From an optimization exercise on the open Yosys and OpenROAD flow, aimed at small area and a short achievable clock period; shortcuts taken in it are not production practice. Function was checked by simulation only, so behaviour that the tests miss may differ from the original. No activity file was given, so power comes from the tool's default toggle rates.

===== flow/design.v =====
`timescale 1ns/1ps
module vecDecoder (
	input  logic [31:0] instr,
	output logic [9:0]  ctrl
);
	localparam logic [4:0] opNop   = 5'd0;
	localparam logic [4:0] opAdd   = 5'd1;
	localparam logic [4:0] opSub   = 5'd2;
	localparam logic [4:0] opMul   = 5'd3;
	localparam logic [4:0] opRelu  = 5'd4;
	localparam logic [4:0] opBcast = 5'd5;
	localparam logic [1:0] fuAlu   = 2'd0;
	localparam logic [1:0] fuMul   = 2'd1;
	localparam logic [1:0] fuRelu  = 2'd2;
	localparam logic [1:0] fuBcast = 2'd3;
	logic       regWrite;
	logic [1:0] fuSel;
	logic       subtract;
	always_comb begin
		regWrite = 1'b0;
		fuSel    = fuAlu;
		subtract = 1'b0;
		case (instr[7:3])
			opAdd: begin
				regWrite = 1'b1;
				fuSel    = fuAlu;
			end
			opSub: begin
				regWrite = 1'b1;
				fuSel    = fuAlu;
				subtract = 1'b1;
			end
			opMul: begin
				regWrite = 1'b1;
				fuSel    = fuMul;
			end
			opRelu: begin
				regWrite = 1'b1;
				fuSel    = fuRelu;
			end
			opBcast: begin
				regWrite = 1'b1;
				fuSel    = fuBcast;
			end
			default: begin
				regWrite = 1'b0;
			end
		endcase
	end
	assign ctrl = {regWrite, fuSel, subtract, instr[13], instr[28:24]};
endmodule
`timescale 1ns/1ps
module vecRegFile (
	input  logic        clk,
	input  logic        rstN,
	input  logic [3:0]  rdLoA,
	input  logic [7:0]  rdHiA,
	input  logic        rdWtA,
	input  logic [3:0]  rdLoB,
	input  logic [7:0]  rdHiB,
	input  logic        rdWtB,
	output logic [63:0] rdDataA,
	output logic [63:0] rdDataB,
	input  logic        wrEn,
	input  logic [4:0]  wrAddr,
	input  logic [63:0] wrData
);
	localparam int regCount = 32;
	logic [regCount-1:0][63:0] regs;
	logic [regCount-1:0]       regValid;
	logic [regCount-1:0]       wrSel;
	logic [regCount-1:0]       selA;
	logic [regCount-1:0]       selB;
	always_comb begin
		for (int i = 0; i < regCount; i++) begin
			wrSel[i] = wrEn && (wrAddr == 5'(i));
		end
	end
	always_ff @(posedge clk or negedge rstN) begin
		if (!rstN) begin
			regValid <= '0;
		end else begin
			regValid <= regValid | wrSel;
		end
	end
	always_ff @(posedge clk) begin
		for (int i = 0; i < regCount; i++) begin
			if (wrSel[i]) regs[i] <= wrData;
		end
	end
	always_comb begin
		for (int i = 0; i < regCount; i++) begin
			selA[i] = rdLoA[i % 4] && rdHiA[i / 4] && regValid[i];
			selB[i] = rdLoB[i % 4] && rdHiB[i / 4] && regValid[i];
		end
		rdDataA = '0;
		rdDataB = '0;
		for (int i = 0; i < regCount; i++) begin
			rdDataA = rdDataA | (regs[i] & {64{selA[i]}});
			rdDataB = rdDataB | (regs[i] & {64{selB[i]}});
		end
		if (rdWtA) rdDataA = wrData;
		if (rdWtB) rdDataB = wrData;
	end
endmodule
`timescale 1ns/1ps
module vecExecUnit (
	input  logic [1:0]  fuSel,
	input  logic        subtract,
	input  logic        sat,
	input  logic [63:0] opA,
	input  logic [63:0] opB,
	output logic [63:0] result,
	output logic        isMul,
	output logic [63:0] mulVec,
	output logic [63:0] otherVec
);
	localparam int laneCount = 4;
	localparam int laneWidth = 16;
	localparam logic [1:0] fuAlu   = 2'd0;
	localparam logic [1:0] fuMul   = 2'd1;
	localparam logic [1:0] fuRelu  = 2'd2;
	localparam logic [1:0] fuBcast = 2'd3;
	for (genvar g = 0; g < laneCount; g++) begin : gLane
		vecMul16 mul (
			.a (opA[g*laneWidth +: laneWidth]),
			.b (opB[g*laneWidth +: laneWidth]),
			.p (mulVec[g*laneWidth +: laneWidth])
		);
	end
	logic [laneWidth:0] sumWide [laneCount];
	logic [laneWidth:0] aExt;
	logic [laneWidth:0] bExt;
	logic [laneWidth-1:0] aluLane;
	logic [laneWidth-1:0] otherLane;
	assign isMul  = (fuSel == fuMul);
	assign result = isMul ? mulVec : otherVec;
	always_comb begin
		for (int i = 0; i < laneCount; i++) begin
			aExt = {opA[i*laneWidth+laneWidth-1], opA[i*laneWidth +: laneWidth]};
			bExt = {opB[i*laneWidth+laneWidth-1], opB[i*laneWidth +: laneWidth]};
			if (subtract) begin
				sumWide[i] = aExt - bExt;
			end else begin
				sumWide[i] = aExt + bExt;
			end
			if (sat && (sumWide[i][laneWidth] != sumWide[i][laneWidth-1])) begin
				aluLane = sumWide[i][laneWidth] ? {1'b1, {(laneWidth-1){1'b0}}}
				                                : {1'b0, {(laneWidth-1){1'b1}}};
			end else begin
				aluLane = sumWide[i][laneWidth-1:0];
			end
			case (fuSel)
				fuAlu:   otherLane = aluLane;
				fuRelu:  otherLane = opA[i*laneWidth+laneWidth-1] ? '0 : opA[i*laneWidth +: laneWidth];
				default: otherLane = opB[0 +: laneWidth];
			endcase
			otherVec[i*laneWidth +: laneWidth] = otherLane;
		end
	end
endmodule
module vecMul16 (
	input  logic [15:0] a,
	input  logic [15:0] b,
	output logic [15:0] p
);
	logic s1, c2;
	assign s1 = (a[13] & b[0]) ^ (a[12] & b[1]);
	assign c2 = (a[13] & b[0]) & (a[12] & b[1]);
	logic t3, s4, c5;
	assign t3 = (a[14] & b[0]) ^ (a[13] & b[1]);
	assign s4 = t3 ^ (a[12] & b[2]);
	assign c5 = t3 ? (a[12] & b[2]) : (a[14] & b[0]);
	logic s6, c7;
	assign s6 = (a[11] & b[3]) ^ (a[10] & b[4]);
	assign c7 = (a[11] & b[3]) & (a[10] & b[4]);
	logic x8;
	assign x8 = (a[15] & b[0]) ^ (a[14] & b[1]);
	logic x9;
	assign x9 = (a[13] & b[2]) ^ (a[12] & b[3]);
	logic x10;
	assign x10 = (a[11] & b[4]) ^ (a[10] & b[5]);
	logic x11;
	assign x11 = (a[9] & b[6]) ^ (a[8] & b[7]);
	logic x12;
	assign x12 = (a[7] & b[8]) ^ (a[6] & b[9]);
	logic s13, c14;
	assign s13 = (a[9] & b[0]) ^ (a[8] & b[1]);
	assign c14 = (a[9] & b[0]) & (a[8] & b[1]);
	logic t15, s16, c17;
	assign t15 = (a[10] & b[0]) ^ (a[9] & b[1]);
	assign s16 = t15 ^ (a[8] & b[2]);
	assign c17 = t15 ? (a[8] & b[2]) : (a[10] & b[0]);
	logic s18, c19;
	assign s18 = (a[7] & b[3]) ^ (a[6] & b[4]);
	assign c19 = (a[7] & b[3]) & (a[6] & b[4]);
	logic t20, s21, c22;
	assign t20 = (a[11] & b[0]) ^ (a[10] & b[1]);
	assign s21 = t20 ^ (a[9] & b[2]);
	assign c22 = t20 ? (a[9] & b[2]) : (a[11] & b[0]);
	logic t23, s24, c25;
	assign t23 = (a[8] & b[3]) ^ (a[7] & b[4]);
	assign s24 = t23 ^ (a[6] & b[5]);
	assign c25 = t23 ? (a[6] & b[5]) : (a[8] & b[3]);
	logic s26, c27;
	assign s26 = (a[5] & b[6]) ^ (a[4] & b[7]);
	assign c27 = (a[5] & b[6]) & (a[4] & b[7]);
	logic t28, s29, c30;
	assign t28 = (a[12] & b[0]) ^ (a[11] & b[1]);
	assign s29 = t28 ^ (a[10] & b[2]);
	assign c30 = t28 ? (a[10] & b[2]) : (a[12] & b[0]);
	logic t31, s32, c33;
	assign t31 = (a[9] & b[3]) ^ (a[8] & b[4]);
	assign s32 = t31 ^ (a[7] & b[5]);
	assign c33 = t31 ? (a[7] & b[5]) : (a[9] & b[3]);
	logic t34, s35, c36;
	assign t34 = (a[6] & b[6]) ^ (a[5] & b[7]);
	assign s35 = t34 ^ (a[4] & b[8]);
	assign c36 = t34 ? (a[4] & b[8]) : (a[6] & b[6]);
	logic s37, c38;
	assign s37 = (a[3] & b[9]) ^ (a[2] & b[10]);
	assign c38 = (a[3] & b[9]) & (a[2] & b[10]);
	logic t39, s40, c41;
	assign t39 = (a[11] & b[2]) ^ (a[10] & b[3]);
	assign s40 = t39 ^ (a[9] & b[4]);
	assign c41 = t39 ? (a[9] & b[4]) : (a[11] & b[2]);
	logic t42, s43, c44;
	assign t42 = (a[8] & b[5]) ^ (a[7] & b[6]);
	assign s43 = t42 ^ (a[6] & b[7]);
	assign c44 = t42 ? (a[6] & b[7]) : (a[8] & b[5]);
	logic t45, s46, c47;
	assign t45 = (a[5] & b[8]) ^ (a[4] & b[9]);
	assign s46 = t45 ^ (a[3] & b[10]);
	assign c47 = t45 ? (a[3] & b[10]) : (a[5] & b[8]);
	logic t48, s49, c50;
	assign t48 = (a[2] & b[11]) ^ (a[1] & b[12]);
	assign s49 = t48 ^ (a[0] & b[13]);
	assign c50 = t48 ? (a[0] & b[13]) : (a[2] & b[11]);
	logic t51, s52, c53;
	assign t51 = (a[9] & b[5]) ^ (a[8] & b[6]);
	assign s52 = t51 ^ (a[7] & b[7]);
	assign c53 = t51 ? (a[7] & b[7]) : (a[9] & b[5]);
	logic t54, s55, c56;
	assign t54 = (a[6] & b[8]) ^ (a[5] & b[9]);
	assign s55 = t54 ^ (a[4] & b[10]);
	assign c56 = t54 ? (a[4] & b[10]) : (a[6] & b[8]);
	logic t57, s58, c59;
	assign t57 = (a[3] & b[11]) ^ (a[2] & b[12]);
	assign s58 = t57 ^ (a[1] & b[13]);
	assign c59 = t57 ? (a[1] & b[13]) : (a[3] & b[11]);
	logic t60, s61, c62;
	assign t60 = (a[0] & b[14]) ^ s4;
	assign s61 = t60 ^ s6;
	assign c62 = t60 ? s6 : (a[0] & b[14]);
	logic x63;
	assign x63 = (a[5] & b[10]) ^ (a[4] & b[11]);
	logic x64;
	assign x64 = (a[3] & b[12]) ^ (a[2] & b[13]);
	logic x65;
	assign x65 = (a[1] & b[14]) ^ (a[0] & b[15]);
	logic x66;
	assign x66 = x8 ^ x9;
	logic x67;
	assign x67 = x10 ^ x11;
	logic x68;
	assign x68 = x12 ^ c5;
	logic s69, c70;
	assign s69 = (a[6] & b[0]) ^ (a[5] & b[1]);
	assign c70 = (a[6] & b[0]) & (a[5] & b[1]);
	logic t71, s72, c73;
	assign t71 = (a[7] & b[0]) ^ (a[6] & b[1]);
	assign s72 = t71 ^ (a[5] & b[2]);
	assign c73 = t71 ? (a[5] & b[2]) : (a[7] & b[0]);
	logic s74, c75;
	assign s74 = (a[4] & b[3]) ^ (a[3] & b[4]);
	assign c75 = (a[4] & b[3]) & (a[3] & b[4]);
	logic t76, s77, c78;
	assign t76 = (a[8] & b[0]) ^ (a[7] & b[1]);
	assign s77 = t76 ^ (a[6] & b[2]);
	assign c78 = t76 ? (a[6] & b[2]) : (a[8] & b[0]);
	logic t79, s80, c81;
	assign t79 = (a[5] & b[3]) ^ (a[4] & b[4]);
	assign s80 = t79 ^ (a[3] & b[5]);
	assign c81 = t79 ? (a[3] & b[5]) : (a[5] & b[3]);
	logic s82, c83;
	assign s82 = (a[2] & b[6]) ^ (a[1] & b[7]);
	assign c83 = (a[2] & b[6]) & (a[1] & b[7]);
	logic t84, s85, c86;
	assign t84 = (a[7] & b[2]) ^ (a[6] & b[3]);
	assign s85 = t84 ^ (a[5] & b[4]);
	assign c86 = t84 ? (a[5] & b[4]) : (a[7] & b[2]);
	logic t87, s88, c89;
	assign t87 = (a[4] & b[5]) ^ (a[3] & b[6]);
	assign s88 = t87 ^ (a[2] & b[7]);
	assign c89 = t87 ? (a[2] & b[7]) : (a[4] & b[5]);
	logic t90, s91, c92;
	assign t90 = (a[1] & b[8]) ^ (a[0] & b[9]);
	assign s91 = t90 ^ s13;
	assign c92 = t90 ? s13 : (a[1] & b[8]);
	logic t93, s94, c95;
	assign t93 = (a[5] & b[5]) ^ (a[4] & b[6]);
	assign s94 = t93 ^ (a[3] & b[7]);
	assign c95 = t93 ? (a[3] & b[7]) : (a[5] & b[5]);
	logic t96, s97, c98;
	assign t96 = (a[2] & b[8]) ^ (a[1] & b[9]);
	assign s97 = t96 ^ (a[0] & b[10]);
	assign c98 = t96 ? (a[0] & b[10]) : (a[2] & b[8]);
	logic t99, s100, c101;
	assign t99 = s16 ^ s18;
	assign s100 = t99 ^ c14;
	assign c101 = t99 ? c14 : s16;
	logic t102, s103, c104;
	assign t102 = (a[3] & b[8]) ^ (a[2] & b[9]);
	assign s103 = t102 ^ (a[1] & b[10]);
	assign c104 = t102 ? (a[1] & b[10]) : (a[3] & b[8]);
	logic t105, s106, c107;
	assign t105 = (a[0] & b[11]) ^ s21;
	assign s106 = t105 ^ s24;
	assign c107 = t105 ? s24 : (a[0] & b[11]);
	logic t108, s109, c110;
	assign t108 = s26 ^ c17;
	assign s109 = t108 ^ c19;
	assign c110 = t108 ? c19 : s26;
	logic t111, s112, c113;
	assign t111 = (a[1] & b[11]) ^ (a[0] & b[12]);
	assign s112 = t111 ^ s29;
	assign c113 = t111 ? s29 : (a[1] & b[11]);
	logic t114, s115, c116;
	assign t114 = s32 ^ s35;
	assign s115 = t114 ^ s37;
	assign c116 = t114 ? s37 : s32;
	logic t117, s118, c119;
	assign t117 = c22 ^ c25;
	assign s118 = t117 ^ c27;
	assign c119 = t117 ? c27 : c22;
	logic t120, s121, c122;
	assign t120 = s1 ^ s40;
	assign s121 = t120 ^ s43;
	assign c122 = t120 ? s43 : s1;
	logic t123, s124, c125;
	assign t123 = s46 ^ s49;
	assign s124 = t123 ^ c30;
	assign c125 = t123 ? c30 : s46;
	logic t126, s127, c128;
	assign t126 = c33 ^ c36;
	assign s127 = t126 ^ c38;
	assign c128 = t126 ? c38 : c33;
	logic t129, s130, c131;
	assign t129 = c2 ^ s52;
	assign s130 = t129 ^ s55;
	assign c131 = t129 ? s55 : c2;
	logic t132, s133, c134;
	assign t132 = s58 ^ s61;
	assign s133 = t132 ^ c41;
	assign c134 = t132 ? c41 : s58;
	logic t135, s136, c137;
	assign t135 = c44 ^ c47;
	assign s136 = t135 ^ c50;
	assign c137 = t135 ? c50 : c44;
	logic x138;
	assign x138 = c7 ^ x63;
	logic x139;
	assign x139 = x64 ^ x65;
	logic x140;
	assign x140 = x66 ^ x67;
	logic x141;
	assign x141 = x68 ^ c53;
	logic x142;
	assign x142 = c56 ^ c59;
	logic s143, c144;
	assign s143 = (a[4] & b[0]) ^ (a[3] & b[1]);
	assign c144 = (a[4] & b[0]) & (a[3] & b[1]);
	logic t145, s146, c147;
	assign t145 = (a[5] & b[0]) ^ (a[4] & b[1]);
	assign s146 = t145 ^ (a[3] & b[2]);
	assign c147 = t145 ? (a[3] & b[2]) : (a[5] & b[0]);
	logic s148, c149;
	assign s148 = (a[2] & b[3]) ^ (a[1] & b[4]);
	assign c149 = (a[2] & b[3]) & (a[1] & b[4]);
	logic t150, s151, c152;
	assign t150 = (a[4] & b[2]) ^ (a[3] & b[3]);
	assign s151 = t150 ^ (a[2] & b[4]);
	assign c152 = t150 ? (a[2] & b[4]) : (a[4] & b[2]);
	logic t153, s154, c155;
	assign t153 = (a[1] & b[5]) ^ (a[0] & b[6]);
	assign s154 = t153 ^ s69;
	assign c155 = t153 ? s69 : (a[1] & b[5]);
	logic t156, s157, c158;
	assign t156 = (a[2] & b[5]) ^ (a[1] & b[6]);
	assign s157 = t156 ^ (a[0] & b[7]);
	assign c158 = t156 ? (a[0] & b[7]) : (a[2] & b[5]);
	logic t159, s160, c161;
	assign t159 = s72 ^ s74;
	assign s160 = t159 ^ c70;
	assign c161 = t159 ? c70 : s72;
	logic t162, s163, c164;
	assign t162 = (a[0] & b[8]) ^ s77;
	assign s163 = t162 ^ s80;
	assign c164 = t162 ? s80 : (a[0] & b[8]);
	logic t165, s166, c167;
	assign t165 = s82 ^ c73;
	assign s166 = t165 ^ c75;
	assign c167 = t165 ? c75 : s82;
	logic t168, s169, c170;
	assign t168 = s85 ^ s88;
	assign s169 = t168 ^ s91;
	assign c170 = t168 ? s91 : s85;
	logic t171, s172, c173;
	assign t171 = c78 ^ c81;
	assign s172 = t171 ^ c83;
	assign c173 = t171 ? c83 : c78;
	logic t174, s175, c176;
	assign t174 = s94 ^ s97;
	assign s175 = t174 ^ s100;
	assign c176 = t174 ? s100 : s94;
	logic t177, s178, c179;
	assign t177 = c86 ^ c89;
	assign s178 = t177 ^ c92;
	assign c179 = t177 ? c92 : c86;
	logic t180, s181, c182;
	assign t180 = s103 ^ s106;
	assign s181 = t180 ^ s109;
	assign c182 = t180 ? s109 : s103;
	logic t183, s184, c185;
	assign t183 = c95 ^ c98;
	assign s184 = t183 ^ c101;
	assign c185 = t183 ? c101 : c95;
	logic t186, s187, c188;
	assign t186 = s112 ^ s115;
	assign s187 = t186 ^ s118;
	assign c188 = t186 ? s118 : s112;
	logic t189, s190, c191;
	assign t189 = c104 ^ c107;
	assign s190 = t189 ^ c110;
	assign c191 = t189 ? c110 : c104;
	logic t192, s193, c194;
	assign t192 = s121 ^ s124;
	assign s193 = t192 ^ s127;
	assign c194 = t192 ? s127 : s121;
	logic t195, s196, c197;
	assign t195 = c113 ^ c116;
	assign s196 = t195 ^ c119;
	assign c197 = t195 ? c119 : c113;
	logic t198, s199, c200;
	assign t198 = s130 ^ s133;
	assign s199 = t198 ^ s136;
	assign c200 = t198 ? s136 : s130;
	logic t201, s202, c203;
	assign t201 = c122 ^ c125;
	assign s202 = t201 ^ c128;
	assign c203 = t201 ? c128 : c122;
	logic x204;
	assign x204 = c62 ^ x138;
	logic x205;
	assign x205 = x139 ^ x140;
	logic x206;
	assign x206 = x141 ^ x142;
	logic x207;
	assign x207 = c131 ^ c134;
	logic s208, c209;
	assign s208 = (a[3] & b[0]) ^ (a[2] & b[1]);
	assign c209 = (a[3] & b[0]) & (a[2] & b[1]);
	logic t210, s211, c212;
	assign t210 = (a[2] & b[2]) ^ (a[1] & b[3]);
	assign s211 = t210 ^ (a[0] & b[4]);
	assign c212 = t210 ? (a[0] & b[4]) : (a[2] & b[2]);
	logic t213, s214, c215;
	assign t213 = (a[0] & b[5]) ^ s146;
	assign s214 = t213 ^ s148;
	assign c215 = t213 ? s148 : (a[0] & b[5]);
	logic t216, s217, c218;
	assign t216 = s151 ^ s154;
	assign s217 = t216 ^ c147;
	assign c218 = t216 ? c147 : s151;
	logic t219, s220, c221;
	assign t219 = s157 ^ s160;
	assign s220 = t219 ^ c152;
	assign c221 = t219 ? c152 : s157;
	logic t222, s223, c224;
	assign t222 = s163 ^ s166;
	assign s223 = t222 ^ c158;
	assign c224 = t222 ? c158 : s163;
	logic t225, s226, c227;
	assign t225 = s169 ^ s172;
	assign s226 = t225 ^ c164;
	assign c227 = t225 ? c164 : s169;
	logic t228, s229, c230;
	assign t228 = s175 ^ s178;
	assign s229 = t228 ^ c170;
	assign c230 = t228 ? c170 : s175;
	logic t231, s232, c233;
	assign t231 = s181 ^ s184;
	assign s232 = t231 ^ c176;
	assign c233 = t231 ? c176 : s181;
	logic t234, s235, c236;
	assign t234 = s187 ^ s190;
	assign s235 = t234 ^ c182;
	assign c236 = t234 ? c182 : s187;
	logic t237, s238, c239;
	assign t237 = s193 ^ s196;
	assign s238 = t237 ^ c188;
	assign c239 = t237 ? c188 : s193;
	logic t240, s241, c242;
	assign t240 = s199 ^ s202;
	assign s241 = t240 ^ c194;
	assign c242 = t240 ? c194 : s199;
	logic x243;
	assign x243 = c137 ^ x204;
	logic x244;
	assign x244 = x205 ^ x206;
	logic x245;
	assign x245 = x207 ^ c200;
	logic s246, c247;
	assign s246 = (a[2] & b[0]) ^ (a[1] & b[1]);
	assign c247 = (a[2] & b[0]) & (a[1] & b[1]);
	logic t248, s249, c250;
	assign t248 = (a[1] & b[2]) ^ (a[0] & b[3]);
	assign s249 = t248 ^ s208;
	assign c250 = t248 ? s208 : (a[1] & b[2]);
	logic t251, s252, c253;
	assign t251 = s143 ^ s211;
	assign s252 = t251 ^ c209;
	assign c253 = t251 ? c209 : s143;
	logic t254, s255, c256;
	assign t254 = c144 ^ s214;
	assign s255 = t254 ^ c212;
	assign c256 = t254 ? c212 : c144;
	logic t257, s258, c259;
	assign t257 = c149 ^ s217;
	assign s258 = t257 ^ c215;
	assign c259 = t257 ? c215 : c149;
	logic t260, s261, c262;
	assign t260 = c155 ^ s220;
	assign s261 = t260 ^ c218;
	assign c262 = t260 ? c218 : c155;
	logic t263, s264, c265;
	assign t263 = c161 ^ s223;
	assign s264 = t263 ^ c221;
	assign c265 = t263 ? c221 : c161;
	logic t266, s267, c268;
	assign t266 = c167 ^ s226;
	assign s267 = t266 ^ c224;
	assign c268 = t266 ? c224 : c167;
	logic t269, s270, c271;
	assign t269 = c173 ^ s229;
	assign s270 = t269 ^ c227;
	assign c271 = t269 ? c227 : c173;
	logic t272, s273, c274;
	assign t272 = c179 ^ s232;
	assign s273 = t272 ^ c230;
	assign c274 = t272 ? c230 : c179;
	logic t275, s276, c277;
	assign t275 = c185 ^ s235;
	assign s276 = t275 ^ c233;
	assign c277 = t275 ? c233 : c185;
	logic t278, s279, c280;
	assign t278 = c191 ^ s238;
	assign s279 = t278 ^ c236;
	assign c280 = t278 ? c236 : c191;
	logic t281, s282, c283;
	assign t281 = c197 ^ s241;
	assign s282 = t281 ^ c239;
	assign c283 = t281 ? c239 : c197;
	logic x284;
	assign x284 = c203 ^ x243;
	logic x285;
	assign x285 = x244 ^ x245;
	logic x286;
	assign x286 = c242 ^ x284;
	logic x287;
	assign x287 = x285 ^ c283;
	logic [15:0] g, pr;
	logic [15:0] cy;
	assign pr[0] = (a[0] & b[0]);
	assign g[0] = 1'b0;
	assign pr[1] = (a[1] & b[0]) ^ (a[0] & b[1]);
	assign g[1] = (a[1] & b[0]) & (a[0] & b[1]);
	assign pr[2] = (a[0] & b[2]) ^ s246;
	assign g[2] = (a[0] & b[2]) & s246;
	assign pr[3] = s249 ^ c247;
	assign g[3] = s249 & c247;
	assign pr[4] = s252 ^ c250;
	assign g[4] = s252 & c250;
	assign pr[5] = s255 ^ c253;
	assign g[5] = s255 & c253;
	assign pr[6] = s258 ^ c256;
	assign g[6] = s258 & c256;
	assign pr[7] = s261 ^ c259;
	assign g[7] = s261 & c259;
	assign pr[8] = s264 ^ c262;
	assign g[8] = s264 & c262;
	assign pr[9] = s267 ^ c265;
	assign g[9] = s267 & c265;
	assign pr[10] = s270 ^ c268;
	assign g[10] = s270 & c268;
	assign pr[11] = s273 ^ c271;
	assign g[11] = s273 & c271;
	assign pr[12] = s276 ^ c274;
	assign g[12] = s276 & c274;
	assign pr[13] = s279 ^ c277;
	assign g[13] = s279 & c277;
	assign pr[14] = s282 ^ c280;
	assign g[14] = s282 & c280;
	assign pr[15] = x286 ^ x287;
	assign g[15] = x286 & x287;
	logic G288, P289;
	assign G288 = g[1] | (pr[1] & g[0]);
	assign P289 = pr[1] & pr[0];
	logic G290, P291;
	assign G290 = g[3] | (pr[3] & g[2]);
	assign P291 = pr[3] & pr[2];
	logic G292, P293;
	assign G292 = g[5] | (pr[5] & g[4]);
	assign P293 = pr[5] & pr[4];
	logic G294, P295;
	assign G294 = g[7] | (pr[7] & g[6]);
	assign P295 = pr[7] & pr[6];
	logic G296, P297;
	assign G296 = g[9] | (pr[9] & g[8]);
	assign P297 = pr[9] & pr[8];
	logic G298, P299;
	assign G298 = g[11] | (pr[11] & g[10]);
	assign P299 = pr[11] & pr[10];
	logic G300, P301;
	assign G300 = g[13] | (pr[13] & g[12]);
	assign P301 = pr[13] & pr[12];
	logic G302, P303;
	assign G302 = g[2] | (pr[2] & G288);
	assign P303 = pr[2] & P289;
	logic G304, P305;
	assign G304 = G290 | (P291 & G288);
	assign P305 = P291 & P289;
	logic G306, P307;
	assign G306 = g[6] | (pr[6] & G292);
	assign P307 = pr[6] & P293;
	logic G308, P309;
	assign G308 = G294 | (P295 & G292);
	assign P309 = P295 & P293;
	logic G310, P311;
	assign G310 = g[10] | (pr[10] & G296);
	assign P311 = pr[10] & P297;
	logic G312, P313;
	assign G312 = G298 | (P299 & G296);
	assign P313 = P299 & P297;
	logic G314, P315;
	assign G314 = g[14] | (pr[14] & G300);
	assign P315 = pr[14] & P301;
	logic G316, P317;
	assign G316 = g[4] | (pr[4] & G304);
	assign P317 = pr[4] & P305;
	logic G318, P319;
	assign G318 = G292 | (P293 & G304);
	assign P319 = P293 & P305;
	logic G320, P321;
	assign G320 = G306 | (P307 & G304);
	assign P321 = P307 & P305;
	logic G322, P323;
	assign G322 = G308 | (P309 & G304);
	assign P323 = P309 & P305;
	logic G324, P325;
	assign G324 = g[12] | (pr[12] & G312);
	assign P325 = pr[12] & P313;
	logic G326, P327;
	assign G326 = G300 | (P301 & G312);
	assign P327 = P301 & P313;
	logic G328, P329;
	assign G328 = G314 | (P315 & G312);
	assign P329 = P315 & P313;
	logic G330, P331;
	assign G330 = g[8] | (pr[8] & G322);
	assign P331 = pr[8] & P323;
	logic G332, P333;
	assign G332 = G296 | (P297 & G322);
	assign P333 = P297 & P323;
	logic G334, P335;
	assign G334 = G310 | (P311 & G322);
	assign P335 = P311 & P323;
	logic G336, P337;
	assign G336 = G312 | (P313 & G322);
	assign P337 = P313 & P323;
	logic G338, P339;
	assign G338 = G324 | (P325 & G322);
	assign P339 = P325 & P323;
	logic G340, P341;
	assign G340 = G326 | (P327 & G322);
	assign P341 = P327 & P323;
	logic G342, P343;
	assign G342 = G328 | (P329 & G322);
	assign P343 = P329 & P323;
	assign cy[0] = 1'b0;
	assign cy[1] = g[0];
	assign cy[2] = G288;
	assign cy[3] = G302;
	assign cy[4] = G304;
	assign cy[5] = G316;
	assign cy[6] = G318;
	assign cy[7] = G320;
	assign cy[8] = G322;
	assign cy[9] = G330;
	assign cy[10] = G332;
	assign cy[11] = G334;
	assign cy[12] = G336;
	assign cy[13] = G338;
	assign cy[14] = G340;
	assign cy[15] = G342;
	assign p[0] = pr[0] ^ cy[0];
	assign p[1] = pr[1] ^ cy[1];
	assign p[2] = pr[2] ^ cy[2];
	assign p[3] = pr[3] ^ cy[3];
	assign p[4] = pr[4] ^ cy[4];
	assign p[5] = pr[5] ^ cy[5];
	assign p[6] = pr[6] ^ cy[6];
	assign p[7] = pr[7] ^ cy[7];
	assign p[8] = pr[8] ^ cy[8];
	assign p[9] = pr[9] ^ cy[9];
	assign p[10] = pr[10] ^ cy[10];
	assign p[11] = pr[11] ^ cy[11];
	assign p[12] = pr[12] ^ cy[12];
	assign p[13] = pr[13] ^ cy[13];
	assign p[14] = pr[14] ^ cy[14];
	assign p[15] = pr[15] ^ cy[15];
endmodule
`timescale 1ns/1ps
module vecDatapath (
	input  logic        clk,
	input  logic        rstN,
	input  logic        hold,
	input  logic [95:0] fifoRdData,
	input  logic        fifoDataValid,
	output logic        fifoRead,
	output logic        wbValid,
	output logic [4:0]  wbAddr,
	output logic [63:0] wbData
);
	localparam int laneWidth = 16;
	localparam logic [1:0] fuBcast = 2'd3;
	logic        consume;
	logic        ifIdValid;
	logic [95:0] ifIdEntry;
	logic [31:0] ifIdInstr;
	logic [9:0]  idCtrl;
	logic        idWrite;
	logic        idBcast;
	logic [4:0]  fifoSrc1;
	logic [4:0]  fifoSrc2;
	logic [3:0]  ifIdLoA;
	logic [7:0]  ifIdHiA;
	logic [3:0]  ifIdLoB;
	logic [7:0]  ifIdHiB;
	logic        ifIdFwdA;
	logic        ifIdFwdB;
	logic        ifIdWtA;
	logic        ifIdWtB;
	logic [63:0] rdDataA;
	logic [63:0] rdDataB;
	logic        fwdA;
	logic        fwdB;
	logic [63:0] opANext;
	logic [63:0] opBNext;
	logic        idExWrite;
	logic [4:0]  idExCtrl;
	logic [4:0]  idExDst;
	logic [63:0] idExOpA;
	logic [63:0] idExOpB;
	logic        exWbWrite;
	logic [4:0]  exWbDst;
	logic [63:0] exWbResult;
	logic [63:0] exResult;
	logic        exIsMul;
	logic [63:0] exMul;
	logic [63:0] exOther;
	assign fifoRead = ~hold;
	assign consume  = fifoRead & fifoDataValid;
	always_ff @(posedge clk or negedge rstN) begin
		if (!rstN) begin
			ifIdValid <= 1'b0;
		end else if (!hold) begin
			ifIdValid <= consume;
		end
	end
	assign fifoSrc1 = fifoRdData[23:19];
	assign fifoSrc2 = fifoRdData[18:14];
	always_ff @(posedge clk) begin
		if (consume) begin
			ifIdEntry <= fifoRdData;
			ifIdLoA   <= 4'b1 << fifoSrc1[1:0];
			ifIdHiA   <= 8'b1 << fifoSrc1[4:2];
			ifIdLoB   <= 4'b1 << fifoSrc2[1:0];
			ifIdHiB   <= 8'b1 << fifoSrc2[4:2];
			ifIdFwdA  <= idWrite && (idCtrl[4:0] == fifoSrc1);
			ifIdFwdB  <= idWrite && (idCtrl[4:0] == fifoSrc2);
			ifIdWtA   <= idExWrite && (idExDst == fifoSrc1);
			ifIdWtB   <= idExWrite && (idExDst == fifoSrc2);
		end
	end
	assign ifIdInstr = ifIdEntry[31:0];
	vecDecoder decoder (
		.instr (ifIdInstr),
		.ctrl  (idCtrl)
	);
	assign idWrite = ifIdValid & idCtrl[9];
	assign idBcast = (idCtrl[8:7] == fuBcast);
	vecRegFile regFile (
		.clk     (clk),
		.rstN    (rstN),
		.rdLoA   (ifIdLoA),
		.rdHiA   (ifIdHiA),
		.rdWtA   (ifIdWtA),
		.rdLoB   (ifIdLoB),
		.rdHiB   (ifIdHiB),
		.rdWtB   (ifIdWtB),
		.rdDataA (rdDataA),
		.rdDataB (rdDataB),
		.wrEn    (exWbWrite),
		.wrAddr  (exWbDst),
		.wrData  (exWbResult)
	);
	assign fwdA = ifIdFwdA;
	assign fwdB = ifIdFwdB && !idBcast;
	assign opANext = (fwdA && exIsMul) ? exMul :
	                 fwdA ? exOther : rdDataA;
	assign opBNext = (fwdB && exIsMul) ? exMul :
	                 fwdB ? exOther :
	                 idBcast ? {48'b0, ifIdEntry[32 +: laneWidth]} : rdDataB;
	always_ff @(posedge clk or negedge rstN) begin
		if (!rstN) begin
			idExWrite <= 1'b0;
		end else if (!hold) begin
			idExWrite <= idWrite;
		end
	end
	always_ff @(posedge clk) begin
		if (!hold) begin
			idExCtrl <= idCtrl[9:5];
			idExDst  <= idCtrl[4:0];
			idExOpA  <= opANext;
			idExOpB  <= opBNext;
		end
	end
	vecExecUnit execUnit (
		.fuSel    (idExCtrl[3:2]),
		.subtract (idExCtrl[1]),
		.sat      (idExCtrl[0]),
		.opA      (idExOpA),
		.opB      (idExOpB),
		.result   (exResult),
		.isMul    (exIsMul),
		.mulVec   (exMul),
		.otherVec (exOther)
	);
	always_ff @(posedge clk or negedge rstN) begin
		if (!rstN) begin
			exWbWrite <= 1'b0;
		end else if (!hold) begin
			exWbWrite <= idExWrite;
		end
	end
	always_ff @(posedge clk) begin
		if (!hold) begin
			exWbDst    <= idExDst;
			exWbResult <= exResult;
		end
	end
	assign wbValid = exWbWrite & ~hold;
	assign wbAddr  = exWbDst;
	assign wbData  = exWbResult;
endmodule

===== flow/run.sh =====
#!/bin/bash
# synth_recipe.tcl (not shown) runs the flow's synth.tcl, then flattens the netlist and writes it again
# the make line also repeats each setting of config.mk as NAME=value (left out here)
make -C /OpenROAD-flow-scripts/flow DESIGN_CONFIG=/design/flow/config.mk WORK_HOME=/design/flow/orfs CLKGATE_MAP_FILE= SYNTH_SCRIPT=/design/flow/synth_recipe.tcl finish

===== flow/config.mk =====
export PLATFORM = sky130hd
export DESIGN_NAME = vecDatapath
export DESIGN_NICKNAME = vecDatapath
export VERILOG_FILES = /design/flow/design.v
export SDC_FILE = /design/flow/constraint.sdc
export NUM_CORES = 4
export LEC_CHECK = 0
export CAP_MARGIN = 30
export CORE_MARGIN = 2
export CORE_UTILIZATION = 30
export CTS_BUF_LIST = sky130_fd_sc_hd__clkbuf_8
export CTS_CLUSTER_SIZE = 25
export PLACE_DENSITY = 0.45
export SETUP_SLACK_MARGIN = 4.5
export SLEW_MARGIN = 30
export TNS_END_PERCENT = 5

===== flow/constraint.sdc =====
create_clock -name core_clock -period 8.5 [get_ports {clk}]
set_input_delay 1.7000 -clock core_clock [delete_from_list [all_inputs] [get_ports {clk}]]
set_output_delay 1.7000 -clock core_clock [all_outputs]
set_load 0.01 [all_outputs]

==> results.json, run 1 <==
{
  "status": "timing/DRC/antenna clean",
  "met2_length_um": 269000,
  "drive_gt1_frac": 0.164,
  "synth_top_family_by_area": "compound AO/OA/AOI/OAI gates",
  "syn_area_um2": 119000,
  "rows": 230,
  "finalWirelength_um": 647000,
  "die_h_um": 633,
  "stdcell_area_um2": 140000,
  "postPlaceCellArea_um2": 128000,
  "synthCells": 9298,
  "yosys-top-cells-count": "edfxtp_1 (2309), a22oi_1 (654), a221oi_1 (622)",
  "wl_per_cell_um": 42.4,
  "cts-root-buf": "clkbuf_8",
  "drc": 0,
  "synth_edf_count": 2309,
  "dr.pass1.iters": 13,
  "core_area_um2": 393000,
  "cts_tree": "built",
  "synthesis.nets": 9594,
  "gp_congestion": 0.929,
  "synth-simple-area-share": 0.0772,
  "synth_area_per_cell_um2": 12.8,
  "synth.area.top_cells": "edfxtp_1 (58%), a221oi_1 (4.6%), a22o_1 (4.4%), a22oi_1 (4.1%), xnor2_1 (3.9%)",
  "finalSetupViolations": 0,
  "path_class": "reg2reg",
  "ys_types": 82,
  "yosysTopAreaCell": "edfxtp_1",
  "fp.dieW_um": 633,
  "maxSlewHeadroom": 0.214,
  "overflow": 0,
  "die-area_um2": 401000,
  "drtAntennaViolNets": 0,
  "multiInputGateArea_um2": 48400,
  "cts_max_path_buffers": 4,
  "dr_total_vias": 102266,
  "endpoint_kind": "register",
  "port_buffers": 111,
  "yosysSeqAreaShare": 0.592,
  "clk_latency_ns": 1.09,
  "synth_xor_area_frac": 0.0693,
  "synthArstFlopShare": 0.0149,
  "hold_viol_final": 0,
  "met3_length_um": 97000,
  "tightest_slew_ns": 1.18,
  "start_kind": "register",
  "ys_warn_count": 5,
  "finalCriticalPeriod_ns": 4.74,
  "fin_nets": 10037,
  "yosys.area_share.adder": 0.0393,
  "cap_violations": 0,
  "routed_via_density": 6.69,
  "m1WireLength_um": 238000,
  "grt.total_usage": 0.309,
  "fillers": 38130,
  "cp_max_fo": 9,
  "htreeDepth": 5,
  "antenna_found_initial": 48,
  "first_iter_violations": 21889,
  "p_per_area_nw_per_um2": 476,
  "cts.sinks": 2344,
  "floorplan.initialDensity": 0.302,
  "synth_compound_area_frac": 0.195,
  "min_path_type": "reg2reg",
  "io_pins": 171,
  "worst_clock_skew_ns": 0.105,
  "grt_pass1_wl_um": 849000,
  "cts_made_buffers": 386,
  "synth_mux_area_frac": 0.00167,
  "ff_latch_area_um2": 70200,
  "highest-signal-layer": "met5",
  "peakVddDrop_mv": 0.900,
  "rrSetupSlack_ns": 3.76,
  "max_freq_mhz": 211,
  "rsz0062_at_grt": "true",
  "finalCritPeriodShare": 0.558,
  "hpwl_um": 345000,
  "clk_pin_slew_worst_paths_ns": 0.06,
  "synth-main-ff-cell": "edfxtp_1",
  "setup_tns_ns": 0,
  "slew_violations": 0,
  "worstPathRequired_ns": 9.31,
  "synth_top_cell_area_share": 0.584,
  "area_growth_syn_to_layout_pct": 18.3,
  "yosysMostFrequentCell": "edfxtp_1",
  "synth-seq-cells": 2344,
  "leakage_nw": 47.3,
  "grt_start_max_net_pins": 156,
  "grt_pass1_vias": 96647,
  "hold_buffers": 0,
  "critPathArrivalTime_ns": 5.56
}
flip-flops by register name, summed over array words and instances (netlist names):
signal,count
exWbWrite,1
ifIdEntry,27
regFile.regValid,32
ifIdWtA,1
ifIdFwdA,1
ifIdHiB,8
ifIdHiA,8
idExCtrl,4
idExWrite,1
idExDst,5
ifIdLoA,4
ifIdLoB,4
exWbResult,64
idExOpB,64
ifIdWtB,1
ifIdValid,1
ifIdFwdB,1
exWbDst,5
regFile.regs,2048
idExOpA,64
per-stage QoR:
step	setup WS (ns)	hold slack (ns)	instances	util	total power [mW]
after floorplan	2.85	0.400	9298	-	36.4
after global placement	2.55	0.411	14278	0.324	46.9
after detailed placement	2.48	0.420	14310	0.326	47.0
after CTS	3.83	0.433	15181	0.352	62.8
after global routing	3.56	0.449	15254	0.357	69.7
final	3.76	0.425	15281	0.357	66.8
report_power, final:
part	switching, mW	internal (mW)	total (mW)
combinational	24.2	17.0	41.2
sequential	0.644	14.9	15.6
clock	4.91	5.12	10.0
placed cells by master, fill, tap and decap left out, types with 191 or more instances in the layout:
cell | Yosys | layout
a21oi_1 | 361 | 329
a221oi_1 | 622 | 607
a22o_1 | 595 | 595
a22oi_1 | 654 | 650
buf_4 | 0 | 470
clkbuf_8 | 0 | 393
edfxtp_1 | 2309 | 2309
inv_1 | 133 | 233
nand2_1 | 589 | 572
nand3_1 | 304 | 302
nand4_1 | 191 | 191
nor2_1 | 328 | 280
xnor2_1 | 527 | 456
critical path, cell delays in order, from the launching register on:
cell and delay [ns]:
edfxtp_1 0.71, nand2_1 0.19, maj3_1 0.42, maj3_1 0.40
xor3_1 0.42, maj3_1 0.41, xnor2_1 0.20, xnor2_1 0.13
ha_1 0.40, nand3_1 0.11, o2111ai_2 0.23, xnor3_2 0.34
o22ai_4 0.25, mux2_4 0.20, nor2_1 0.04
per-layer routing:
metal	up-vias	global-route usage
met5	-	0.00157
met4	33	0.166
met3	2505	0.119
met2	9956	0.454
met1	51242	0.392
li1	38530	-
area by class of cell:
class | instances | area share
diodes | 30 | 0.000535
clock buffers | 393 | 0.0385
clock inverters | 285 | 0.0139
inverters | 134 | 0.00376
multi-input cells | 6132 | 0.345
flip-flops and latches | 2344 | 0.500
well taps | 5220 | 0.0465
repair buffers | 743 | 0.0521
timing repair:
action / CTS / global route
endpoints found under the setup margin: 254 / 255
setup buffers: 185 / 61
gates cloned: 8 / 3
pin swaps: 132 / 129
resized for setup: 309 / 219
cell families after synthesis:
family          count (synthesis)
simple gates                 1902
mux                            19
xor+xnor                      806
compound gates               2998
buf+inv                       825
fa+ha+maj                     404
flops                        2344
final timing paths:
| path | cells after the start | start | to |
|---|---|---|---|
| max | 14 | idExOpA[43] | idExOpB[47] |
| min | 0 | ifIdEntry[13] | idExCtrl[0] |
| max reg2reg | 14 | idExOpA[43] | idExOpB[47] |
| min reg2reg | 0 | ifIdEntry[13] | idExCtrl[0] |
| max in group asynchronous | 1 | rstN | ifIdValid |
| min in group asynchronous | 1 | rstN | regFile.regValid[10] |
==> inputs of run 2 (changes only) <==
--- a/flow/config.mk
+++ b/flow/config.mk
@@ -9,8 +9,7 @@
 export CORE_MARGIN = 2
 export CORE_UTILIZATION = 30
 export CTS_BUF_LIST = sky130_fd_sc_hd__clkbuf_8
-export CTS_CLUSTER_SIZE = 25
 export PLACE_DENSITY = 0.45
 export SETUP_SLACK_MARGIN = 4.5
-export SLEW_MARGIN = 30
-export TNS_END_PERCENT = 5
+export SLEW_MARGIN = 50
+export TNS_END_PERCENT = 100
==> results.json, run 2 <==
{
  "crit_slowest_cell": "edfxtp_1",
  "htreeDepth": 5,
  "port_buffers": 111,
  "rows": 230,
  "hold_slack_ns": 0.422,
  "met3_length_um": 95600,
  "synth_top_cell_area_share": 0.584,
  "cp_max_fo": 6,
  "start_kind": "register",
  "area_growth_syn_to_layout_pct": 24.7,
  "finalSetupViolations": 0,
  "total_power_mw": 75.7,
  "r2r_end": "idExOpB[13]",
  "die_h_um": 633,
  "core_area_um2": 393000,
  "worst_clock_skew_ns": 0.103,
  "dr.pass1.iters": 10,
  "cts.sinks": 2344,
  "fillers": 37495,
  "r2r_cells": 22,
  "met2_length_um": 285000,
  "final_util": 0.376,
  "fin_nets": 10408,
  "endpoint_kind": "register",
  "stdcell_area_um2": 148000,
  "grt_pass1_wl_um": 879000,
  "yosys-top-cells-count": "edfxtp_1 (2309), a22oi_1 (654), a221oi_1 (622)",
  "grt_start_max_net_pins": 104,
  "place_inst": 14392,
  "finalCriticalPeriod_ns": 4.75,
  "ys_types": 82,
  "finalCritPeriodShare": 0.559,
  "hold_viol_final": 0,
  "cpPeakStageDelay_ns": 0.45,
  "gp_congestion": 0.977,
  "maxSlewHeadroom": 0.419,
  "clk_pin_slew_worst_paths_ns": 0.06,
  "rsz0062_at_grt": "true",
  "crit_start": "idExOpB[3]",
  "peakVddDrop_mv": 1.54,
  "io_pins": 171,
  "cts_made_buffers": 403,
  "synth.area.top_cells": "edfxtp_1 (58%), a221oi_1 (4.6%), a22o_1 (4.4%), a22oi_1 (4.1%), xnor2_1 (3.9%)",
  "crit_path_end": "idExOpB[13]",
  "tightest_slew_ns": 0.871,
  "cap_violations": 0,
  "die-area_um2": 401000,
  "p_per_area_nw_per_um2": 512,
  "yosysTopAreaCell": "edfxtp_1",
  "highest-signal-layer": "met5",
  "synth_edf_count": 2309,
  "critical_path.cell_chain": "buf_4 -> clkbuf_16 -> buf_4 -> nor4_4 -> nor4b_4 -> buf_4 -> and2_4 -> buf_4 -> a21oi_2 -> xnor2_1 -> ha_1 -> buf_4 -> buf_6 -> o21ai_0 -> nand2b_1 -> a21oi_2 -> or3_4 -> and2_4 -> a31o_4 -> buf_4 -> o211a_4 -> o41ai_2",
  "synthArstFlopShare": 0.0149,
  "rrSetupSlack_ns": 3.75,
  "synthCells": 9298,
  "first_iter_violations": 20947,
  "overflow": 0,
  "drive_gt1_frac": 0.229,
  "cts_tree": "built",
  "dr_total_vias": 104659,
  "syn_area_um2": 119000,
  "cp.depth": 22,
  "finalWirelength_um": 669000,
  "fin_cells": 15664,
  "final_common_cell": "edfxtp_1",
  "synth_area_per_cell_um2": 12.8,
  "mostFrequentLayoutCells": "edfxtp_1 (2309), a22oi_1 (649), a221oi_1 (604), a22o_1 (595), buf_4 (552)",
  "antenna_found_initial": 32,
  "grt_pass1_vias": 99288,
  "ys_warn_count": 5,
  "drtAntennaViolNets": 0,
  "cts-root-buf": "clkbuf_8",
  "largest_reg_flops": 2048,
  "critPathArrivalTime_ns": 5.60,
  "setup_ws_ns": 3.75,
  "hpwl_um": 375000,
  "wl_per_cell_um": 42.7,
  "cts_max_path_buffers": 4,
  "yosysSeqAreaShare": 0.592,
  "leakage_nw": 50.6,
  "timing.critical_path.mode_cell": "buf_4",
  "max_freq_mhz": 211,
  "top_register": "regFile.regs",
  "worstPathRequired_ns": 9.35,
  "slew_violations": 0,
  "min_path_type": "reg2reg",
  "postPlaceCellArea_um2": 131000,
  "status": "timing/DRC/antenna clean",
  "drc": 0,
  "clk_latency_ns": 1.08,
  "synthesis.nets": 9594,
  "m1WireLength_um": 244000,
  "cp_top_family": "simple AND/OR/NAND/NOR gates",
  "grt.total_usage": 0.320,
  "path_class": "reg2reg",
  "synth-main-ff-cell": "edfxtp_1",
  "routed_via_density": 6.68,
  "floorplan.initialDensity": 0.302,
  "r2r_start": "idExOpB[3]",
  "yosysMostFrequentCell": "edfxtp_1",
  "crit_buf_inv": 8,
  "setup_tns_ns": 0,
  "pre_cts_ws_ns": 2.91,
  "synth-seq-cells": 2344,
  "fp.dieW_um": 633
}
[run 2: cell counts after synthesis]
No cell type changed its count.
[run 2: cell families (layout without fill, tap and decap cells)]
kind of cell             Yosys count  in the layout  synth area share
buffers and inverters            825           1953            0.0263
XOR/XNOR                         806            806            0.0693
flip-flops                      2344           2344             0.592
adder cells (fa/ha/maj)          404            404            0.0393
other                              0             17                 0
AND/OR/NAND/NOR                 1902           1902            0.0772
multiplexers                      19             19           0.00167
AO/OA/AOI/OAI                   2998           2999             0.195
[run 2: layout make-up]
cell class,instances,area [um2],share of cell area
Sequential cell,2344,70200,0.475
Multi-Input combinational cell,6130,51200,0.346
Timing Repair Buffer,1099,12200,0.0822
Tap cell,5220,6530,0.0441
Clock buffer,412,5670,0.0383
Clock inverter,308,1610,0.0109
Inverter,134,543,0.00367
Antenna cell,17,42.5,0.000288
[run 2: metal layers]
layer	up-vias	GRT usage
li1	39253	-
met1	53100	0.404
met2	9874	0.479
met3	2414	0.113
met4	18	0.173
met5	-	0
[run 2: how the worst min path moves through the flow]
stage | cells past startpoint | start | end | slack [ns]
2_1_floorplan | 0 | ifIdEntry[13] | idExCtrl[0] | 0.40
3_3_place_gp | 0 | ifIdEntry[13] | idExCtrl[0] | 0.41
3_5_place_dp | 0 | ifIdEntry[13] | idExCtrl[0] | 0.41
4_1_cts | 0 | ifIdEntry[13] | idExCtrl[0] | 0.43
5_1_grt | 0 | ifIdEntry[13] | idExCtrl[0] | 0.44
6_report | 0 | ifIdEntry[13] | idExCtrl[0] | 0.42
[run 2: what timing repair did]
item,CTS,global route
hold buffers,0,0
setup buffers,371,139
cloned,8,4
gates resized for setup,854,283
pin swaps,357,260
endpoints found under the setup margin,255,198
[run 2: power by group]
part | internal (mW) | switching [mW] | leakage (nW)
registers | 14.9 | 0.586 | 21.5
logic | 22.4 | 27.9 | 24.9
clock network | 4.80 | 5.01 | 4.18
==> inputs of run 3 (changes only) <==
--- a/flow/config.mk
+++ b/flow/config.mk
@@ -9,7 +9,8 @@
 export CORE_MARGIN = 2
 export CORE_UTILIZATION = 30
 export CTS_BUF_LIST = sky130_fd_sc_hd__clkbuf_8
+export CTS_CLUSTER_SIZE = 25
 export PLACE_DENSITY = 0.45
-export SETUP_SLACK_MARGIN = 4.5
-export SLEW_MARGIN = 50
-export TNS_END_PERCENT = 100
+export SETUP_SLACK_MARGIN = 4.0
+export SLEW_MARGIN = 40
+export TNS_END_PERCENT = 5
==> results.json, run 3 <==
{
  "status": "timing/DRC/antenna clean",
  "peakVddDrop_mv": 1.12,
  "setup_ws_ns": 3.80,
  "setup_tns_ns": 0,
  "rsz0062_at_grt": "true",
  "finalCritPeriodShare": 0.553,
  "synthArstFlopShare": 0.0149,
  "floorplan.initialDensity": 0.302,
  "cts-root-buf": "clkbuf_8",
  "switchingPower_mw": 30.0,
  "endpoint_kind": "register",
  "synth-seq-cells": 2344,
  "synth.area.top_cells": "edfxtp_1 (58%), a221oi_1 (4.6%), a22o_1 (4.4%), a22oi_1 (4.1%), xnor2_1 (3.9%)",
  "postPlaceCellArea_um2": 129000,
  "cpPeakStageDelay_ns": 0.47,
  "switching_share": 0.447,
  "synth_edf_count": 2309,
  "hold_viol_final": 0,
  "dr.pass1.iters": 10,
  "yosys-top-cells-count": "edfxtp_1 (2309), a22oi_1 (654), a221oi_1 (622)",
  "maxSlewHeadroom": 0.282,
  "crit_slowest_cell": "a221o_2",
  "largest_reg_flops": 2048,
  "p_per_area_nw_per_um2": 478,
  "critPathArrivalTime_ns": 5.50,
  "stdcell_area_um2": 141000,
  "cts_tree": "built",
  "hpwl_um": 350000,
  "synthCells": 9298,
  "first_iter_violations": 21593,
  "cts_made_buffers": 385,
  "synth_area_per_cell_um2": 12.8,
  "grt_pass1_vias": 97216,
  "yosysSeqAreaShare": 0.592,
  "grt_start_max_net_pins": 156,
  "pre_cts_ws_ns": 2.47,
  "synth-main-ff-cell": "edfxtp_1",
  "ys_warn_count": 5,
  "yosysMostFrequentCell": "edfxtp_1",
  "min_path_type": "reg2reg",
  "synth_top_cell_area_share": 0.584,
  "cap_violations": 0,
  "cp_max_fo": 7,
  "die-area_um2": 401000,
  "cts_max_path_buffers": 4,
  "port_buffers": 111,
  "worstPathRequired_ns": 9.30,
  "critical_path.cell_chain": "buf_12 -> or3_4 -> nor4_2 -> buf_4 -> a21oi_1 -> xnor2_1 -> ha_1 -> and3_4 -> and3_1 -> and3_1 -> a211oi_2 -> o21ai_2 -> a21o_1 -> a21oi_2 -> xor2_1 -> a31oi_2 -> buf_6 -> a221o_2 -> a21o_1",
  "finalWirelength_um": 648000,
  "grt_pass1_wl_um": 852000,
  "wl_per_cell_um": 42.4,
  "top_register": "regFile.regs",
  "max_freq_mhz": 213,
  "clk_pin_slew_worst_paths_ns": 0.06,
  "final_common_cell": "edfxtp_1",
  "leakage_nw": 47.4,
  "yosysTopAreaCell": "edfxtp_1",
  "fin_nets": 10072,
  "power.clock.fraction": 0.143,
  "antenna_found_initial": 33,
  "routed_via_density": 6.65,
  "area_growth_syn_to_layout_pct": 18.5,
  "grt.total_usage": 0.310,
  "finalSetupViolations": 0,
  "rows": 230,
  "drc": 0,
  "mostFrequentLayoutCells": "edfxtp_1 (2309), a22oi_1 (649), a221oi_1 (600), a22o_1 (595), nand2_1 (574)",
  "fillers": 38067,
  "ys_types": 82,
  "clk_latency_ns": 1.08,
  "finalCriticalPeriod_ns": 4.70,
  "overflow": 0,
  "synthesis.nets": 9594,
  "drive_gt1_frac": 0.168,
  "worst_clock_skew_ns": 0.103,
  "path_class": "reg2reg",
  "die_h_um": 633,
  "io_pins": 171,
  "tightest_slew_ns": 1.08,
  "core_area_um2": 393000,
  "syn_area_um2": 119000,
  "slew_violations": 0,
  "hold_buffers": 0,
  "p_seq_frac": 0.231,
  "gp_congestion": 0.929,
  "pwr-share-comb": 0.627,
  "drtAntennaViolNets": 0,
  "fp.dieW_um": 633,
  "start_kind": "register",
  "htreeDepth": 5,
  "p_int_mw": 37.2,
  "cts.sinks": 2344,
  "dr_total_vias": 101804
}
[run 3: cell counts after synthesis]
Identical to the previous run, type by type.
[run 3: cell type report]
| type | instances | area [um2] | share of cell area |
|---|---|---|---|
| flip-flops and latches | 2344 | 70200 | 0.499 |
| multi-input cells | 6132 | 48500 | 0.345 |
| repair buffers | 779 | 7850 | 0.0558 |
| well taps | 5220 | 6530 | 0.0464 |
| clock buffers | 391 | 5380 | 0.0383 |
| clock inverters | 284 | 1590 | 0.0113 |
| inverters | 134 | 515 | 0.00367 |
| diodes | 17 | 42.5 | 0.000302 |
[run 3: per-stage QoR]
step | cells | util | total power [mW] | hold slack (ns)
after floorplan | 9298 | - | 36.4 | 0.400
after global placement | 14278 | 0.324 | 46.9 | 0.411
after detailed placement | 14333 | 0.327 | 47.2 | 0.420
after CTS | 15204 | 0.353 | 63.7 | 0.434
after global routing | 15289 | 0.358 | 70.1 | 0.450
final | 15301 | 0.358 | 67.2 | 0.426
[run 3: logic make-up (layout without fill, tap and decap cells)]
group           after synthesis  in the layout  share of synthesized area
buf+inv                     825           1588                     0.0263
flops                      2344           2344                      0.592
fa+ha+maj                   404            404                     0.0393
compound gates             2998           3000                      0.195
other cells                   0             17                          0
mux                          19             19                    0.00167
xor+xnor                    806            806                     0.0693
simple gates               1902           1903                     0.0772
[run 3: timing repair]
item,4_1_cts,5_1_grt
setup endpoints to repair,196,196
gates resized for setup,324,201
setup buffers,187,74
gates cloned,9,2
pin swaps,127,128
[run 3: worst max-delay path: cells and delay by family (launching register included)]
kind | cells | cell delay [ns]
AO/OA/AOI/OAI | 8 | 1.55
AND/OR/NAND/NOR | 5 | 1.21
buffers and inverters | 3 | 0.53
flip-flops | 1 | 0.43
XOR/XNOR | 2 | 0.39
adder cells (fa/ha/maj) | 1 | 0.34
[run 3: metal layers]
layer  vias up  GRT usage  wire length [um]
li1      38545          -                 -
met1     51104      0.393            238000
met2      9729      0.455            271000
met3      2398      0.118             97200
met4        28      0.167             41500
met5         -    0.00664               497
[run 3: final timing paths]
kind	from	end	slack, ns	depth (start not counted)
max in group asynchronous	rstN	exWbWrite	7.43	1
worst min-delay path	ifIdEntry[13]	idExCtrl[0]	0.43	0
worst min register to register	ifIdEntry[13]	idExCtrl[0]	0.43	0
min in group asynchronous	rstN	regFile.regValid[31]	0.61	1
worst max register to register	idExOpB[18]	idExOpA[21]	3.80	19
worst max-delay path	idExOpB[18]	idExOpA[21]	3.80	19
[run 3: power by group through the flow]
stage | Combinational (mW) | Sequential [mW] | Clock [mW]
3_3_place_gp | 30.8 | 16.1 | 0
6_report | 42.1 | 15.5 | 9.59
2_1_floorplan | 20.2 | 16.3 | 0
3_5_place_dp | 31.3 | 15.8 | 0
5_1_grt | 44.5 | 15.5 | 10.0
4_1_cts | 38.6 | 15.5 | 9.56
==> inputs of run 4 (changes only) <==
--- a/flow/design.v
+++ b/flow/design.v
@@ -111,9 +111,11 @@
 	input  logic [63:0] opA,
 	input  logic [63:0] opB,
 	output logic [63:0] result,
+	output logic        isAlu,
 	output logic        isMul,
+	output logic [63:0] aluVec,
 	output logic [63:0] mulVec,
-	output logic [63:0] otherVec
+	output logic [63:0] earlyVec
 );
 	localparam int laneCount = 4;
 	localparam int laneWidth = 16;
@@ -132,9 +134,10 @@
 	logic [laneWidth:0] aExt;
 	logic [laneWidth:0] bExt;
 	logic [laneWidth-1:0] aluLane;
-	logic [laneWidth-1:0] otherLane;
+	assign isAlu  = (fuSel == fuAlu);
 	assign isMul  = (fuSel == fuMul);
-	assign result = isMul ? mulVec : otherVec;
+	assign result = ({64{isAlu}} & aluVec) | ({64{isMul}} & mulVec) |
+	                ({64{!isAlu && !isMul}} & earlyVec);
 	always_comb begin
 		for (int i = 0; i < laneCount; i++) begin
 			aExt = {opA[i*laneWidth+laneWidth-1], opA[i*laneWidth +: laneWidth]};
@@ -150,12 +153,10 @@
 			end else begin
 				aluLane = sumWide[i][laneWidth-1:0];
 			end
-			case (fuSel)
-				fuAlu:   otherLane = aluLane;
-				fuRelu:  otherLane = opA[i*laneWidth+laneWidth-1] ? '0 : opA[i*laneWidth +: laneWidth];
-				default: otherLane = opB[0 +: laneWidth];
-			endcase
-			otherVec[i*laneWidth +: laneWidth] = otherLane;
+			aluVec[i*laneWidth +: laneWidth] = aluLane;
+			earlyVec[i*laneWidth +: laneWidth] = (fuSel == fuRelu) ?
+				(opA[i*laneWidth+laneWidth-1] ? '0 : opA[i*laneWidth +: laneWidth]) :
+				opB[0 +: laneWidth];
 		end
 	end
 endmodule
@@ -766,9 +767,12 @@
 	logic [4:0]  exWbDst;
 	logic [63:0] exWbResult;
 	logic [63:0] exResult;
+	logic        exIsAlu;
 	logic        exIsMul;
+	logic [63:0] exAlu;
 	logic [63:0] exMul;
-	logic [63:0] exOther;
+	logic [63:0] exEarly;
+	logic [63:0] rdOrBcastB;
 	assign fifoRead = ~hold;
 	assign consume  = fifoRead & fifoDataValid;
 	always_ff @(posedge clk or negedge rstN) begin
@@ -817,11 +821,15 @@
 	);
 	assign fwdA = ifIdFwdA;
 	assign fwdB = ifIdFwdB && !idBcast;
-	assign opANext = (fwdA && exIsMul) ? exMul :
-	                 fwdA ? exOther : rdDataA;
-	assign opBNext = (fwdB && exIsMul) ? exMul :
-	                 fwdB ? exOther :
-	                 idBcast ? {48'b0, ifIdEntry[32 +: laneWidth]} : rdDataB;
+	assign rdOrBcastB = idBcast ? {48'b0, ifIdEntry[32 +: laneWidth]} : rdDataB;
+	assign opANext = ({64{fwdA && exIsAlu}} & exAlu) |
+	                 ({64{fwdA && exIsMul}} & exMul) |
+	                 ({64{fwdA && !exIsAlu && !exIsMul}} & exEarly) |
+	                 ({64{!fwdA}} & rdDataA);
+	assign opBNext = ({64{fwdB && exIsAlu}} & exAlu) |
+	                 ({64{fwdB && exIsMul}} & exMul) |
+	                 ({64{fwdB && !exIsAlu && !exIsMul}} & exEarly) |
+	                 ({64{!fwdB}} & rdOrBcastB);
 	always_ff @(posedge clk or negedge rstN) begin
 		if (!rstN) begin
 			idExWrite <= 1'b0;
@@ -844,9 +852,11 @@
 		.opA      (idExOpA),
 		.opB      (idExOpB),
 		.result   (exResult),
+		.isAlu    (exIsAlu),
 		.isMul    (exIsMul),
+		.aluVec   (exAlu),
 		.mulVec   (exMul),
-		.otherVec (exOther)
+		.earlyVec (exEarly)
 	);
 	always_ff @(posedge clk or negedge rstN) begin
 		if (!rstN) begin
--- a/flow/config.mk
+++ b/flow/config.mk
@@ -9,8 +9,7 @@
 export CORE_MARGIN = 2
 export CORE_UTILIZATION = 30
 export CTS_BUF_LIST = sky130_fd_sc_hd__clkbuf_8
-export CTS_CLUSTER_SIZE = 25
 export PLACE_DENSITY = 0.45
-export SETUP_SLACK_MARGIN = 4.0
-export SLEW_MARGIN = 40
+export SETUP_SLACK_MARGIN = 4.5
+export SLEW_MARGIN = 50
 export TNS_END_PERCENT = 5
==> results.json, run 4 <==
{
  "cap_violations": 0,
  "hpwl_um": 371000,
  "maxSlewHeadroom": 0.412,
  "htreeDepth": 5,
  "syn_area_um2": 119000,
  "hold_buffers": 0,
  "total_power_mw": 66.7,
  "yosys-top-cells-count": "edfxtp_1 (2309), a22oi_1 (666), a221oi_1 (629)",
  "grt_pass1_vias": 96892,
  "p_per_area_nw_per_um2": 469,
  "multiInputGateArea_um2": 47700,
  "p_int_mw": 36.9,
  "peakVddDrop_mv": 1.29,
  "synthArstFlopShare": 0.0149,
  "fp.dieW_um": 633,
  "grt_pass1_wl_um": 862000,
  "max_freq_mhz": 206,
  "top_register": "regFile.regs",
  "port_buffers": 111,
  "finalCriticalPeriod_ns": 4.86,
  "drtAntennaViolNets": 0,
  "mostFrequentLayoutCells": "edfxtp_1 (2309), a22oi_1 (663), a221oi_1 (612), a22o_1 (589), nand2_1 (574)",
  "cp_max_fo": 5,
  "yosysMostFrequentCell": "edfxtp_1",
  "first_iter_violations": 22251,
  "endpoint_kind": "register",
  "synth-seq-cells": 2344,
  "synth.area.top_cells": "edfxtp_1 (58%), a221oi_1 (4.6%), a22o_1 (4.4%), a22oi_1 (4.2%), xnor2_1 (3.9%)",
  "wl_per_cell_um": 42.4,
  "rsz0062_at_grt": "true",
  "synthCells": 9317,
  "pwr-share-comb": 0.620,
  "clk_pin_slew_worst_paths_ns": 0.07,
  "die-area_um2": 400000,
  "final_util": 0.361,
  "drive_gt1_frac": 0.171,
  "start_kind": "register",
  "area_growth_syn_to_layout_pct": 19.8,
  "r2r_start": "idExOpB[0]",
  "core_area_um2": 393000,
  "die_h_um": 633,
  "rows": 230,
  "synthesis.nets": 9613,
  "finalCritPeriodShare": 0.572,
  "status": "timing/DRC/antenna clean",
  "path_class": "reg2reg",
  "slew_violations": 0,
  "ys_warn_count": 5,
  "synth_top_cell_area_share": 0.585,
  "finalWirelength_um": 655000,
  "setup_tns_ns": 0,
  "p_seq_frac": 0.234,
  "routed_via_density": 6.67,
  "crit_start": "idExOpB[0]",
  "critPathArrivalTime_ns": 5.66,
  "drc": 0,
  "antenna_found_initial": 45,
  "leakage_nw": 47.9,
  "fin_nets": 10184,
  "yosysSeqAreaShare": 0.592,
  "fillers": 37717,
  "cts_made_buffers": 392,
  "hp-start": "regFile.regValid[25]",
  "tightest_slew_ns": 0.879,
  "largest_reg_flops": 2048,
  "dr_total_vias": 102920,
  "min_path_type": "reg2reg",
  "cts-root-buf": "clkbuf_8",
  "finalSetupViolations": 0,
  "floorplan.initialDensity": 0.302,
  "cts_tree": "built",
  "ff_latch_area_um2": 70200,
  "yosysTopAreaCell": "edfxtp_1",
  "dr.pass1.iters": 10,
  "power.clock.fraction": 0.147,
  "ys_types": 90,
  "hold_slack_ns": 0.508,
  "cts_max_path_buffers": 4,
  "grt.total_usage": 0.314,
  "grt_start_max_net_pins": 87,
  "synth_area_per_cell_um2": 12.7,
  "synth_edf_count": 2309,
  "synth-main-ff-cell": "edfxtp_1",
  "gp_congestion": 0.912,
  "final_common_cell": "edfxtp_1",
  "io_pins": 171,
  "overflow": 0,
  "worst_clock_skew_ns": 0.0604,
  "hold_viol_final": 0,
  "switching_share": 0.446,
  "clk_latency_ns": 1.07,
  "cts.sinks": 2344,
  "switchingPower_mw": 29.7,
  "worstPathRequired_ns": 9.30
}
run 4: changes by cell type after synthesis, moves of 12 or more:
cell       before  now
clkbuf_1      475  411
nor2_1        328  310
a21o_1        105   91
nand3_1       304  321
a22oi_1       654  666
o2bb2ai_1      17    3
o21ai_1         3   20
a21oi_1       361  377
o21ai_0       196  164
nor3_1         87  113
maj3_1        206  194
buf_2          17   63
nand4_1       191  173
inv_1         133  193
run 4: layer usage:
layer / vias to the layer above / wire length (um) / track usage
met4: 32 / 43300 / 0.172
met1: 51787 / 239000 / 0.394
met2: 10035 / 277000 / 0.468
met5: - / 221 / 0
li1: 38706 / - / -
met3: 2360 / 95100 / 0.116
run 4: worst paths after layout:
check | end | slack, ns | depth (start not counted)
max | idExOpB[5] | 3.64 | 20
max in group asynchronous | regFile.regValid[21] | 7.42 | 1
min | regFile.regValid[25] | 0.51 | 1
min reg2reg | regFile.regValid[25] | 0.51 | 1
max reg2reg | idExOpB[5] | 3.64 | 20
min in group asynchronous | exWbWrite | 0.64 | 1
run 4: repair_timing:
item	CTS	global route
gates cloned	6	4
setup endpoints to repair	254	254
hold endpoints to repair	0	0
buffers inserted	207	64
gates resized for setup	264	164
pin swaps	149	79
run 4: area by class of cell:
cell class                      instances  share of cell area
Sequential cell                      2344               0.494
Multi-Input combinational cell       6100               0.336
Timing Repair Buffer                  856              0.0670
Tap cell                             5220              0.0460
Clock buffer                          411              0.0398
Clock inverter                        286              0.0108
Inverter                              194             0.00522
Antenna cell                           26            0.000458
run 4: through the flow:
step	cells	setup WS [ns]	cell area [um2]
4_1_cts	15327	3.70	140000
5_1_grt	15414	3.46	142000
6_report	15437	3.64	142000
3_3_place_gp	14305	2.55	127000
2_1_floorplan	9317	2.85	119000
3_5_place_dp	14417	2.62	130000
run 4: cell families (layout without fill, tap and decap cells):
group,count (synthesis),in the layout,synth area share
other cells,0,26,0
simple gates,1904,1906,0.0774
flops,2344,2344,0.592
buf+inv,876,1747,0.0286
xor+xnor,809,809,0.0687
fa+ha+maj,397,397,0.0387
compound gates,2972,2973,0.193
mux,15,15,0.00129
run 4: power groups by stage:
stage	registers, mW	clock network [mW]	logic [mW]
after floorplan	16.3	0	21.9
after global placement	16.1	0	32.8
after detailed placement	15.9	0	33.5
after CTS	15.5	9.76	39.0
after global routing	15.6	10.3	43.9
final	15.6	9.79	41.3
run 4: worst max-delay path: stages, from the launching register on:
cell and delay, ns:
edfxtp_1 0.47, buf_6 0.19, inv_4 0.06, ha_4 0.19
mux2i_4 0.16, ha_1 0.25, nor2b_1 0.13, o21ai_1 0.17
a21boi_1 0.10, o21a_1 0.22, o21a_1 0.21, o2111a_1 0.29
o21a_1 0.20, o2111a_2 0.30, or3_4 0.43, a211oi_4 0.26
buf_6 0.16, bufbuf_16 0.26, o31a_1 0.16, a211oi_4 0.07
a221o_1 0.32

## static timing again, ports no longer ideal
The results above use ideal ports. As a check the final layouts listed here were re-extracted and re-timed, cells and wires unchanged. Step 1 sets driving cells, clkbuf_16 on the clock port and buf_2 on the other inputs (assumed; they add their load-dependent delay and slew). Step 2 adds t to the input delays and takes it off the output delays; t is the mean of the earliest and latest rising clock arrival at the registers after step 1. Input paths then give back, and output paths get back, about the clock's delay inside the block. Three values: no drivers, after step 1, after step 2; two values: the first two.
run	shift t [ns]	setup slack, ns	worst data-port slew with drivers (ns)
run 1	1.138	3.756 / 3.756 / 3.756	0.08
run 2	1.143	3.750 / 3.750 / 3.750	0.05
run 3	1.133	3.800 / 3.800 / 3.800	0.09
run 4	1.151	3.641 / 3.641 / 3.641	0.07
After both steps every run listed still meets setup and hold.
